From an optimization exercise on the open Yosys and OpenROAD flow, aimed at small area, a short achievable clock period and few clock cycles; shortcuts taken in it are not production practice.
Function was not checked in any run shown here: the RTL went through the layout flow alone.
Power and IR drop assume default switching activity.

File: flow/design.v
package tfacc_pkg;
   typedef logic [127:0] u128_t;
   localparam logic [2:0] AXI_SIZE_16B   = 3'b100;
   localparam logic [1:0] AXI_BURST_INCR = 2'b01;
endpackage
module tfacc_rfifo
#(
   parameter  int DEPTH = 32,
   localparam int CW    = $clog2(DEPTH + 1)
)(
   input  logic          clk,
   input  logic          xrst,
   input  logic          i_wr_vld,
   input  logic [128:0]  i_wr_dat,
   output logic          o_vld,
   output logic [128:0]  o_dat,
   input  logic          i_rdy
);
   logic [128:0]     r_mem [0:DEPTH-1];
   logic [DEPTH-1:0] r_wptr;
   logic [DEPTH-1:0] r_rptr;
   logic [CW-1:0]    r_cnt;
   logic             r_ne;
   logic             w_ld;
   logic             w_rd;
   logic [128:0]     w_head;
   assign w_ld = !o_vld || i_rdy;
   assign w_rd = r_ne && w_ld;
   always_comb begin
      w_head = '0;
      for (int i = 0; i < DEPTH; i++) w_head = w_head | (r_mem[i] & {129{r_rptr[i]}});
   end
   always_ff @(posedge clk) begin
      if (!xrst) begin
         r_wptr <= DEPTH'(1);
         r_rptr <= DEPTH'(1);
         r_cnt  <= '0;
         r_ne   <= 1'b0;
         o_vld  <= 1'b0;
      end else begin
         if (i_wr_vld) r_wptr <= {r_wptr[DEPTH-2:0], r_wptr[DEPTH-1]};
         if (w_rd)     r_rptr <= {r_rptr[DEPTH-2:0], r_rptr[DEPTH-1]};
         case ({i_wr_vld, w_rd})
            2'b10: begin
               r_cnt <= r_cnt + CW'(1);
               r_ne  <= 1'b1;
            end
            2'b01: begin
               r_cnt <= r_cnt - CW'(1);
               r_ne  <= (r_cnt != CW'(1));
            end
            default: ;
         endcase
         if (w_ld) o_vld <= r_ne;
      end
   end
   always_ff @(posedge clk) begin
      if (w_ld) o_dat <= w_head;
   end
   always_ff @(posedge clk) begin
      for (int i = 0; i < DEPTH; i++)
         if (i_wr_vld && r_wptr[i]) r_mem[i] <= i_wr_dat;
   end
endmodule
module tfacc_rd_burst
#(
   parameter int NENT = 15
)(
   input  logic         clk,
   input  logic         xrst,
   input  logic         cmd_valid,
   output logic         cmd_ready,
   input  logic [39:0]  cmd_adr,
   input  logic [19:0]  cmd_len,
   output logic         busy,
   output logic         done,
   output logic         err,
   output logic [3:0]   M00_AXI_ARID,
   output logic [39:0]  M00_AXI_ARADDR,
   output logic [7:0]   M00_AXI_ARLEN,
   output logic [2:0]   M00_AXI_ARSIZE,
   output logic [1:0]   M00_AXI_ARBURST,
   output logic         M00_AXI_ARVALID,
   input  logic         M00_AXI_ARREADY,
   input  logic [127:0] M00_AXI_RDATA,
   input  logic [1:0]   M00_AXI_RRESP,
   input  logic         M00_AXI_RLAST,
   input  logic         M00_AXI_RVALID,
   output logic         M00_AXI_RREADY,
   output logic [127:0] od,
   output logic         ovalid,
   input  logic         oready,
   output logic         olast
);
   localparam int CAP = NENT + 1;
   localparam int KW  = $clog2(CAP + 2);
   logic          s_idle, s_calc, s_wait, s_ar, s_drain;
   logic [39:4]   r_adr;        
   logic [19:0]   r_rem;        
   logic [4:0]    r_blen;       
   logic [3:0]    r_arlen;      
   logic          r_alliss;     
   logic [KW-1:0] r_credit;     
   logic [KW-1:0] r_bo;         
   logic          r_popq;       
   logic          r_done;
   logic          r_err;
   logic          w_hs;
   logic          w_pop;
   logic [KW-1:0] w_cred;
   logic          w_ok0;
   logic          w_ok1;
   logic          w_res;
   logic          w_wr;
   logic          w_tag;
   logic          w_islast;
   logic [128:0]  w_odat;
   function automatic logic [4:0] f_blen(input logic [11:4] a, input logic [19:0] r);
      logic [4:0] m;
      logic [4:0] b;
      m = (r[19:4] != '0) ? 5'd16 : {1'b0, r[3:0]};
      b = 5'd16 - {1'b0, a[7:4]};
      f_blen = ((a[11:8] == 4'hF) && (b < m)) ? b : m;
   endfunction
   function automatic logic [3:0] f_arlen(input logic [11:4] a, input logic [19:0] r);
      logic [3:0] m;
      logic [3:0] b;
      m = (r[19:4] != '0) ? 4'd15 : (r[3:0] - 4'd1);
      b = 4'd15 - a[7:4];
      f_arlen = ((a[11:8] == 4'hF) && (b < m)) ? b : m;
   endfunction
   assign w_hs     = s_ar && M00_AXI_ARREADY;
   assign w_pop    = ovalid && oready;
   assign w_cred   = r_credit + KW'(r_popq);
   assign w_ok0    = (w_cred >= KW'(r_blen));
   assign w_ok1    = ((w_cred + KW'(1)) >= KW'(r_blen));
   assign w_res    = s_wait && (w_ok0 || (w_pop && w_ok1));
   assign w_islast = (r_rem == 20'(r_blen));
   assign w_wr     = M00_AXI_RVALID && (r_bo != '0);
   assign w_tag    = M00_AXI_RLAST && r_alliss && (r_bo == KW'(1));
   assign cmd_ready       = s_idle;
   assign busy            = !s_idle;
   assign done            = r_done;
   assign err             = r_err;
   assign M00_AXI_ARID    = 4'd0;
   assign M00_AXI_ARADDR  = {r_adr, 4'd0};
   assign M00_AXI_ARLEN   = {4'd0, r_arlen};
   assign M00_AXI_ARSIZE  = tfacc_pkg::AXI_SIZE_16B;
   assign M00_AXI_ARBURST = tfacc_pkg::AXI_BURST_INCR;
   assign M00_AXI_ARVALID = s_ar;
   assign M00_AXI_RREADY  = 1'b1;
   assign od              = w_odat[127:0];
   assign olast           = w_odat[128];
   tfacc_rfifo #(
      .DEPTH(NENT)
   ) u_rfifo (
      .clk      (clk),
      .xrst     (xrst),
      .i_wr_vld (w_wr),
      .i_wr_dat ({w_tag, M00_AXI_RDATA}),
      .o_vld    (ovalid),
      .o_dat    (w_odat),
      .i_rdy    (oready)
   );
   always_ff @(posedge clk) begin
      if (!xrst) begin
         s_idle   <= 1'b1;
         s_calc   <= 1'b0;
         s_wait   <= 1'b0;
         s_ar     <= 1'b0;
         s_drain  <= 1'b0;
         r_alliss <= 1'b0;
         r_credit <= KW'(CAP);
         r_bo     <= '0;
         r_popq   <= 1'b0;
         r_done   <= 1'b0;
         r_err    <= 1'b0;
      end else begin
         r_done   <= 1'b0;
         r_popq   <= w_pop;
         r_credit <= w_res ? (w_cred - KW'(r_blen)) : w_cred;
         case ({w_hs, w_wr && M00_AXI_RLAST})
            2'b10:   r_bo <= r_bo + KW'(1);
            2'b01:   r_bo <= r_bo - KW'(1);
            default: ;
         endcase
         if (w_wr && (M00_AXI_RRESP != 2'b00)) r_err <= 1'b1;
         if (s_idle && cmd_valid) begin
            s_idle   <= 1'b0;
            s_calc   <= 1'b1;
            r_err    <= 1'b0;
            r_alliss <= 1'b0;
         end
         if (s_calc) begin
            s_calc <= 1'b0;
            if (r_rem == '0) begin
               r_done <= 1'b1;
               s_idle <= 1'b1;
            end else begin
               s_wait <= 1'b1;
            end
         end
         if (w_res) begin
            s_wait <= 1'b0;
            s_ar   <= 1'b1;
         end
         if (w_hs) begin
            s_ar     <= 1'b0;
            s_calc   <= !w_islast;
            s_drain  <= w_islast;
            r_alliss <= w_islast;
         end
         if (s_drain && w_pop && olast) begin
            s_drain <= 1'b0;
            s_idle  <= 1'b1;
            r_done  <= 1'b1;
         end
      end
   end
   always_ff @(posedge clk) begin
      if (s_idle) begin
         r_adr <= cmd_adr[39:4];
         r_rem <= cmd_len;
      end else if (w_hs) begin
         r_adr <= r_adr + 36'(r_blen);
         r_rem <= r_rem - 20'(r_blen);
      end
      if (s_calc) begin
         r_blen  <= f_blen(r_adr[11:4], r_rem);
         r_arlen <= f_arlen(r_adr[11:4], r_rem);
      end
   end
endmodule
File: flow/run.sh
#!/bin/bash
# synth_recipe.tcl (not shown) runs the flow's synth.tcl, then flattens the netlist and writes it again
# the make line also repeats each setting of config.mk as NAME=value (left out here)
make -C /OpenROAD-flow-scripts/flow DESIGN_CONFIG=/design/flow/config.mk WORK_HOME=/design/flow/orfs CLKGATE_MAP_FILE= SYNTH_SCRIPT=/design/flow/synth_recipe.tcl finish
File: flow/config.mk
export PLATFORM = sky130hd
export DESIGN_NAME = tfacc_rd_burst
export DESIGN_NICKNAME = tfacc_rd_burst
export VERILOG_FILES = /design/flow/design.v
export SDC_FILE = /design/flow/constraint.sdc
export NUM_CORES = 4
export LEC_CHECK = 0
export CAP_MARGIN = 20
export CORE_MARGIN = 2
export CORE_UTILIZATION = 40
export SLEW_MARGIN = 20
File: flow/constraint.sdc
create_clock -name core_clock -period 7.0 [get_ports {clk}]
set_input_delay 1.4000 -clock core_clock [delete_from_list [all_inputs] [get_ports {clk}]]
set_output_delay 1.4000 -clock core_clock [all_outputs]
set_load 0.01 [all_outputs]
==> flow_summary.ini, run 1 <==
[sta]
timing.max_slew.rel_slack = 0.250
grt_setup_unrepaired = false
worst_clock_skew_ns = 0.0272
worst_slew_pin_slew_ns = 1.13
fin_tns_setup_ns = 0
fmax_mhz = 256
report.final.hold_viol_count = 0
setup_violation_total_in_the_final_timing_report = 0
slew_viol_final = 0
post-route-period-util = 0.557
period_needed_ns = 3.90

[synthesis]
synth.cells.most_frequent = 2129 x sky130_fd_sc_hd__edfxtp_1, 519 x sky130_fd_sc_hd__a22oi_1, 223 x sky130_fd_sc_hd__clkbuf_1, 140 x sky130_fd_sc_hd__nand4_1, 139 x sky130_fd_sc_hd__and3_1
synth.area.top_cells = sky130_fd_sc_hd__edfxtp_1 81%, sky130_fd_sc_hd__a22oi_1 4.9%, sky130_fd_sc_hd__a222oi_1 1.6%, sky130_fd_sc_hd__a22o_1 1.5%, sky130_fd_sc_hd__a221oi_1 1.4%
synth.distinct_cells = 66
async_flop_share = 0
synth_enable_flop_cells = 2129
synth_seq_cells = 2184
proportion_of_netlist_area_held_by_the_largest_area_contributor = 0.808
syn_avg_cell_area_um2 = 18.6
post_syn_area_um2 = 79100
synthesis.instances = 4242
synth_sequential_area_ratio = 0.822
yosys_most_used_dff = sky130_fd_sc_hd__edfxtp_1
synthDominantAreaCellType = sky130_fd_sc_hd__edfxtp_1
synth.most_common_cell = sky130_fd_sc_hd__edfxtp_1
ys.warnings.count = 3

[worst_hold_path]
hold_path_class = flop to flop
worstHoldPathCells = 2

[worst_setup_path]
critPathMaxFanout = 16
cp.required_ns = 7.69
max_stage_delay_ns = 0.60
path_class = input port to flop
cp_slowest_cell = sky130_fd_sc_hd__or4b_2
critical_path.endpoint_type = flop
critPathArrivalTime_ns = 4.59
startpoint_type = input port
cp_cell_sequence = clkdlybuf4s50_1, nand2b_4, nand2_1, inv_1, ha_1, or4b_2, a21oi_1, xnor2_1, nor2_1
reg2regPathDepth = 11

[pwr]
sequentialPowerShare = 0.535
ir_drop_mv = 0.259
post-layout-total-power_mw = 28.1
power_density_nw_per_um2 = 304
switchingPower_mw = 6.27
comb_power_share = 0.074
power.internal_mw = 21.8
power.static_leakage_nw = 28.4
share_clk_of_total_power = 0.391
power.share.switching = 0.223

[route]
final_antenna_net_count = 0
post_drt_wl_per_cell_um = 29.6
post_drt_via_cell_ratio = 5.94
met3WireLength_um = 17800
drt-initial-drc-count = 5321
met2_length_um = 107000
detail_route.first_pass.iterations = 8
finalWirelength_um = 221000
top_signal_layer_used = met5
detail_route.wirelength.met1_um = 91200
post-route-drc-count = 0
vias = 44248

[cts]
cts_htree_levels = 4
cts_root_buffer = sky130_fd_sc_hd__clkbuf_16
clk_transition_reported_paths_ns = 0.06
ctsHoldBuffers = 0
tritoncts = yes
cts_resized = 0
post-cts-setup-buffers = 0
clock_buffers_created_by_tritoncts = 212
cts_buffer_depth = 3
worstSkewPairLatency_ns = 0.85
clock_sinks = 2184

[global_routing]
first_global_vias = 43578
grt_first_pass_wirelength_um = 314000
grt_max_degree = 109
overflow = 0
groute.usage.overall = 0.213
initial_antenna_violation_count = 39

[run_status]
outcome = no timing/DRC/antenna violations

[die]
ios = 390
die_footprint_um2 = 201000
initial_utilization = 0.402
core_region_area_um2 = 197000
die_width_um = 449
core.rowCount = 163
die_extent_in_y_um = 449

[place]
gp_routability_congestion = 0.803
placed_area_um2 = 85800
placement.io_buffers = 367
hpwlAfterDp_um = 104000

[cells_and_area]
layout.nets = 4862
post_route_cells_drive_above_1_share = 0.0813
final_design_area_no_fill_um2 = 92500
fin_util = 0.470
synthToLayoutAreaGrowth_pct = 16.9

[flow_run]
maxCapViolations = 0
-- power by group through the flow --
stage	clock network, mW	logic, mW	registers [mW]
5_1_grt	11.7	2.22	15.0
3_5_place_dp	0	2.08	15.3
2_1_floorplan	0	0.789	15.3
3_3_place_gp	0	2.07	15.3
6_report	11.0	2.08	15.0
4_1_cts	11.1	2.09	15.0
-- flip-flops by register name, indices dropped and copies added, names as in the netlist, 4 cells and up --
signal / flops
u_rfifo.r_mem: 1935
u_rfifo.o_dat: 129
r_adr: 36
r_rem: 20
u_rfifo.r_rptr: 15
u_rfifo.r_wptr: 15
r_blen: 5
r_bo: 5
r_credit: 5
r_arlen: 4
u_rfifo.r_cnt: 4
-- worst max-delay path, delay by kind of cell --
kind	cells	cell delay, ns
AO/OA/AOI/OAI	1	0.19
buffers and inverters	2	1.06
XOR/XNOR	1	0.13
adder cells (fa/ha/maj)	1	0.35
AND/OR/NAND/NOR	4	1.44
-- cell type report --
cell class                      count  area [um2]
Clock inverter                    113        1010
Sequential cell                  2184       65100
Fill cell                       16391      104000
Timing Repair Buffer              421        4270
Clock buffer                      279        5640
Inverter                           40         255
Multi-Input combinational cell   1761       12900
Antenna cell                       13        32.5
Tap cell                         2640        3300
-- final timing paths --
kind	start	end	slack, ns
max	oready	u_rfifo.r_cnt[3]$_SDFFE_PN0P_	3.10
min	u_rfifo.r_wptr[11]$_SDFFE_PN0P_	u_rfifo.r_wptr[11]$_SDFFE_PN0P_	0.46
max reg2reg	r_rem[6]$_DFFE_PP_	r_blen[2]$_DFFE_PP_	3.27
min reg2reg	u_rfifo.r_wptr[11]$_SDFFE_PN0P_	u_rfifo.r_wptr[11]$_SDFFE_PN0P_	0.46
-- logic make-up (layout without fill, tap and decap cells) --
family / after synthesis / after routing / share of synthesized area
DFF: 2184 / 2184 / 0.822
AOI/OAI and AO/OA: 1080 / 1080 / 0.108
and+or+nand+nor: 557 / 557 / 0.0394
buffers and inverters: 313 / 853 / 0.0159
xor gates and xnor gates: 47 / 47 / 0.00521
adders and majority gates: 45 / 45 / 0.00740
muxes: 14 / 14 / 0.00187
other: 2 / 31 / 0.0000950
-- cell usage in the layout, fill, tap and decap left out, types with 28 or more instances in the layout --
cell type / count
sky130_fd_sc_hd__a21oi_1: 48
sky130_fd_sc_hd__and3_1: 138
sky130_fd_sc_hd__nor2_1: 43
sky130_fd_sc_hd__a221oi_1: 129
sky130_fd_sc_hd__a222oi_1: 129
sky130_fd_sc_hd__clkdlybuf4s50_1: 367
sky130_fd_sc_hd__clkinv_2: 30
sky130_fd_sc_hd__nand3_1: 28
sky130_fd_sc_hd__clkbuf_16: 215
sky130_fd_sc_hd__o21ai_0: 54
sky130_fd_sc_hd__a22o_1: 133
sky130_fd_sc_hd__clkinv_1: 49
sky130_fd_sc_hd__edfxtp_1: 2129
sky130_fd_sc_hd__nand2_1: 127
sky130_fd_sc_hd__a22oi_1: 519
sky130_fd_sc_hd__dfxtp_1: 39
sky130_fd_sc_hd__nand4_1: 140
sky130_fd_sc_hd__ha_1: 42
sky130_fd_sc_hd__xor2_1: 36
sky130_fd_sc_hd__clkbuf_1: 62
sky130_fd_sc_hd__buf_4: 39
-- routing by layer --
metal	global-route usage	vias to the layer above
li1	-	18658
met1	0.292	23192
met2	0.350	2053
met3	0.0383	317
met4	0.0571	28
met5	0	-
-- through the flow --
stage               instances  hold WS, ns  setup WS (ns)
global route             7449        0.475           2.91
finish                   7451        0.459           3.10
global placement         7046        0.443           2.30
floorplan                4258        0.432           1.60
CTS                      7438        0.457           3.16
detailed placement       7046        0.449           2.27
==> inputs of run 2 (changes only) <==
--- a/flow/config.mk
+++ b/flow/config.mk
@@ -7,5 +7,7 @@
 export LEC_CHECK = 0
+export ABC_CLOCK_PERIOD_IN_PS = 2000
 export CAP_MARGIN = 20
 export CORE_MARGIN = 2
-export CORE_UTILIZATION = 40
+export CORE_UTILIZATION = 55
+export SETUP_SLACK_MARGIN = 4.0
 export SLEW_MARGIN = 20
==> run 2 against run 1 <==
Cell count decreased by 8.7%. Worst setup slack gained 0.79 ns. Sequential share of layout area decreased by 0.13 points. Critical endpoint is now u_rfifo.r_mem[14][97]$_DFFE_PP_. Count of clock-buffer cells in the layout increased by 2. Synthesized area unchanged. Fmax rose by 25%. Final area increased by 0.19%. Non-clock buffer count increased by 90.
==> flow_summary.ini, run 2 <==
[route]
drt-initial-drc-count = 5551
final_antenna_net_count = 0
detail_route.first_pass.iterations = 8
post_drt_wl_per_cell_um = 32.0
post-route-drc-count = 0
finalWirelength_um = 218000
vias = 44639
post_drt_via_cell_ratio = 6.56

[cts]
worstSkewPairLatency_ns = 0.85
ctsHoldBuffers = 0
cts_root_buffer = sky130_fd_sc_hd__clkbuf_16
clk_transition_reported_paths_ns = 0.06
clock_sinks = 2184
cts_buffer_depth = 3
tritoncts = yes
cts_htree_levels = 4
clock_buffers_created_by_tritoncts = 213

[cells_and_area]
number_of_flip_flops_in_the_largest_register = 1935
post_route_cells_drive_above_1_share = 0.113
final_design_area_no_fill_um2 = 92600
most-common-layout-cells = 2129 x sky130_fd_sc_hd__edfxtp_1, 518 x sky130_fd_sc_hd__a22oi_1, 217 x sky130_fd_sc_hd__clkbuf_16
num-fill-cells = 9898
biggest_register = u_rfifo.r_mem
sequential_cell_area_um2 = 65100
layout_commonest_cell = sky130_fd_sc_hd__edfxtp_1
synthToLayoutAreaGrowth_pct = 17.2
layout.nets = 4961
layout_top_registers = u_rfifo.r_mem x1935, u_rfifo.o_dat x129, r_adr x36
footprint_of_the_multi_input_gates_um2 = 13200

[synthesis]
synth_top_family_by_area = compound AO/OA/AOI/OAI gates
syn_avg_cell_area_um2 = 18.6
synth-compound-area-share = 0.108
synth_simple_gate_area_share = 0.0394
yosys_most_used_dff = sky130_fd_sc_hd__edfxtp_1
synth_sequential_area_ratio = 0.822
synthDominantAreaCellType = sky130_fd_sc_hd__edfxtp_1
synth_adder_area_share = 0.00740
muxShareOfSynthArea = 0.00187
synth_xor_xnor_area_share = 0.00521
proportion_of_netlist_area_held_by_the_largest_area_contributor = 0.808
async_flop_share = 0
synth.distinct_cells = 66
synth.area.top_cells = sky130_fd_sc_hd__edfxtp_1 81%, sky130_fd_sc_hd__a22oi_1 4.9%, sky130_fd_sc_hd__a222oi_1 1.6%, sky130_fd_sc_hd__a22o_1 1.5%, sky130_fd_sc_hd__a221oi_1 1.4%
ys.warnings.count = 3
post_syn_area_um2 = 79100
synthesis.instances = 4242
synth_seq_cells = 2184
synth_enable_flop_cells = 2129
synth.cells.most_frequent = 2129 x sky130_fd_sc_hd__edfxtp_1, 519 x sky130_fd_sc_hd__a22oi_1, 223 x sky130_fd_sc_hd__clkbuf_1, 140 x sky130_fd_sc_hd__nand4_1, 139 x sky130_fd_sc_hd__and3_1
synth.most_common_cell = sky130_fd_sc_hd__edfxtp_1

[worst_setup_path]
startpoint_type = input port
cp.required_ns = 7.46
critPathMaxFanout = 43
cp_cell_sequence = clkdlybuf4s50_1, and3_4, buf_4
critical_path.endpoint_type = flop
path_class = input port to flop
cp_slowest_cell = sky130_fd_sc_hd__and3_4
max_stage_delay_ns = 0.90
critPathArrivalTime_ns = 3.57

[die]
die_extent_in_y_um = 383
core_region_area_um2 = 143000
ios = 390
initial_utilization = 0.553
die_width_um = 383
core.rowCount = 139
die_footprint_um2 = 147000

[sta]
fmax_mhz = 322
timing.max_slew.rel_slack = 0.205
worst_clock_skew_ns = 0.0282
grt_setup_unrepaired = true
slew_viol_final = 0
post-route-period-util = 0.444
worst_slew_pin_slew_ns = 1.19
postLayoutSetupSlackWorst_ns = 3.89
period_needed_ns = 3.11
report.final.hold_viol_count = 0
fin_tns_setup_ns = 0
setup_violation_total_in_the_final_timing_report = 0

[place]
dp_slack_ns = 2.48
placement.io_buffers = 367
gp_routability_congestion = 0.772
placed_area_um2 = 85100
hpwlAfterDp_um = 97300

[pwr]
sequentialPowerShare = 0.536
comb_power_share = 0.072
power.static_leakage_nw = 29.3
ir_drop_mv = 0.228
power_density_nw_per_um2 = 302
power.share.switching = 0.223
share_clk_of_total_power = 0.393
power.internal_mw = 21.7
switchingPower_mw = 6.23

[worst_hold_path]
hold_path_class = flop to flop

[global_routing]
overflow = 0
first_global_vias = 43809
grt_first_pass_wirelength_um = 309000
groute.usage.overall = 0.295
grt_max_degree = 131
initial_antenna_violation_count = 30

[flow_run]
maxCapViolations = 0

[run_status]
outcome = no timing/DRC/antenna violations
-- run 2: changes by cell type in the layout (fill, tap and decap cells not counted), moves of 8 or more --
| cell | previous run | this run |
|---|---|---|
| sky130_fd_sc_hd__inv_8 | 15 | 1 |
| sky130_fd_sc_hd__dlygate4sd2_1 | 0 | 129 |
| sky130_fd_sc_hd__clkinvlp_4 | 4 | 19 |
| sky130_fd_sc_hd__clkdlybuf4s15_1 | 0 | 24 |
| sky130_fd_sc_hd__nand2_1 | 127 | 110 |
| sky130_fd_sc_hd__buf_4 | 39 | 101 |
| sky130_fd_sc_hd__buf_2 | 0 | 18 |
| sky130_fd_sc_hd__buf_16 | 0 | 8 |
| sky130_fd_sc_hd__clkdlybuf4s50_1 | 367 | 191 |
| sky130_fd_sc_hd__nand2_4 | 0 | 13 |
-- run 2: final timing paths --
kind                            from  cells past startpoint  slack, ns                         endpoint
setup / recovery      M00_AXI_RVALID                      3       3.89  u_rfifo.r_mem[14][97]$_DFFE_PP_
hold / removal    r_err$_SDFFE_PP0P_                      2       0.44               r_err$_SDFFE_PP0P_
setup reg to reg  r_rem[7]$_DFFE_PP_                     13       3.99              r_blen[4]$_DFFE_PP_
hold reg to reg   r_err$_SDFFE_PP0P_                      2       0.44               r_err$_SDFFE_PP0P_
-- run 2: layout make-up --
class                           count  share of cell area
Clock inverter                    110              0.0108
Multi-Input combinational cell   1763               0.142
Antenna cell                        7            0.000189
Timing Repair Buffer              511              0.0550
Sequential cell                  2184               0.703
Timing Repair inverter              6            0.000405
Clock buffer                      281              0.0610
Tap cell                         1903              0.0257
Inverter                           40             0.00228
-- run 2: power groups by stage --
| stage | sequential [mW] | combinational, mW | clock [mW] |
|---|---|---|---|
| detailed placement | 15.3 | 2.05 | 0 |
| finish | 15.0 | 2.01 | 11.0 |
| global placement | 15.3 | 2.04 | 0 |
| floorplan | 15.3 | 0.826 | 0 |
| global route | 15.0 | 2.15 | 11.6 |
| CTS | 15.0 | 1.99 | 11.1 |
-- run 2: worst max-delay path: cells and delay by family --
family | cells | cell delay [ns]
buffers and inverters | 2 | 1.20
AND/OR/NAND/NOR | 1 | 0.90
-- run 2: what timing repair did --
item,CTS,global route
setup endpoints to repair,1156,451
pin swaps,3,15
buffers inserted,58,14
gates resized for setup,283,41
cloned,13,1
-- run 2: per-layer routing --
metal | track usage | up-vias | share of wire
met2 | 0.472 | 2062 | 0.48
met5 | 0 | - | 0.00097
met4 | 0.0826 | 34 | 0.025
met3 | 0.0553 | 335 | 0.088
met1 | 0.419 | 23358 | 0.41
li1 | - | 18850 | -
-- run 2: through the flow --
| step | cells | util | hold slack [ns] | power (mW) |
|---|---|---|---|---|
| after global placement | 6320 | 0.595 | 0.434 | 17.3 |
| final | 6805 | 0.647 | 0.436 | 28.0 |
| after floorplan | 4258 | - | 0.432 | 16.1 |
| after global routing | 6804 | 0.647 | 0.479 | 28.8 |
| after CTS | 6783 | 0.645 | 0.441 | 28.1 |
| after detailed placement | 6321 | 0.595 | 0.433 | 17.3 |
-- run 2: kinds of logic after synthesis --
family | after synthesis
DFF | 2184
other | 2
adders and majority gates | 45
muxes | 14
xor gates and xnor gates | 47
and+or+nand+nor | 557
AOI/OAI and AO/OA | 1080
buffers and inverters | 313

==> separate check: timing with driven ports <==
In the flow no input, the clock included, has a driving cell. The finished layouts below were timed again as built, in two steps.
Step 1 sets driving cells, clkbuf_16 on the clock port and buf_2 on the other inputs (assumed; they add their load-dependent delay and slew).
Step 2 moves the port delays by t, midway between the first and last clock arrival at a register: inputs arrive t later, outputs are due t later. That takes back most of the time a late clock gives input paths.
a / b / c = no drivers / after step 1 / after step 2; a / b = the first two.
run | t (ns) | setup WS [ns] | worst setup path at the end | worst slew at a driven data input, ns | cell pins on the clock port's net
run 1 | 0.934 | 3.100 / 3.061 / 2.127 | input to register | 0.20 | 1
run 2 | 0.919 | 3.890 / 3.895 / 3.018 | input to register | 0.16 | 1
After both steps setup and hold are still met in every run listed. The setup slack of run 1, which loses most, moves by -0.039 ns with the drivers and by -0.973 ns with both steps.
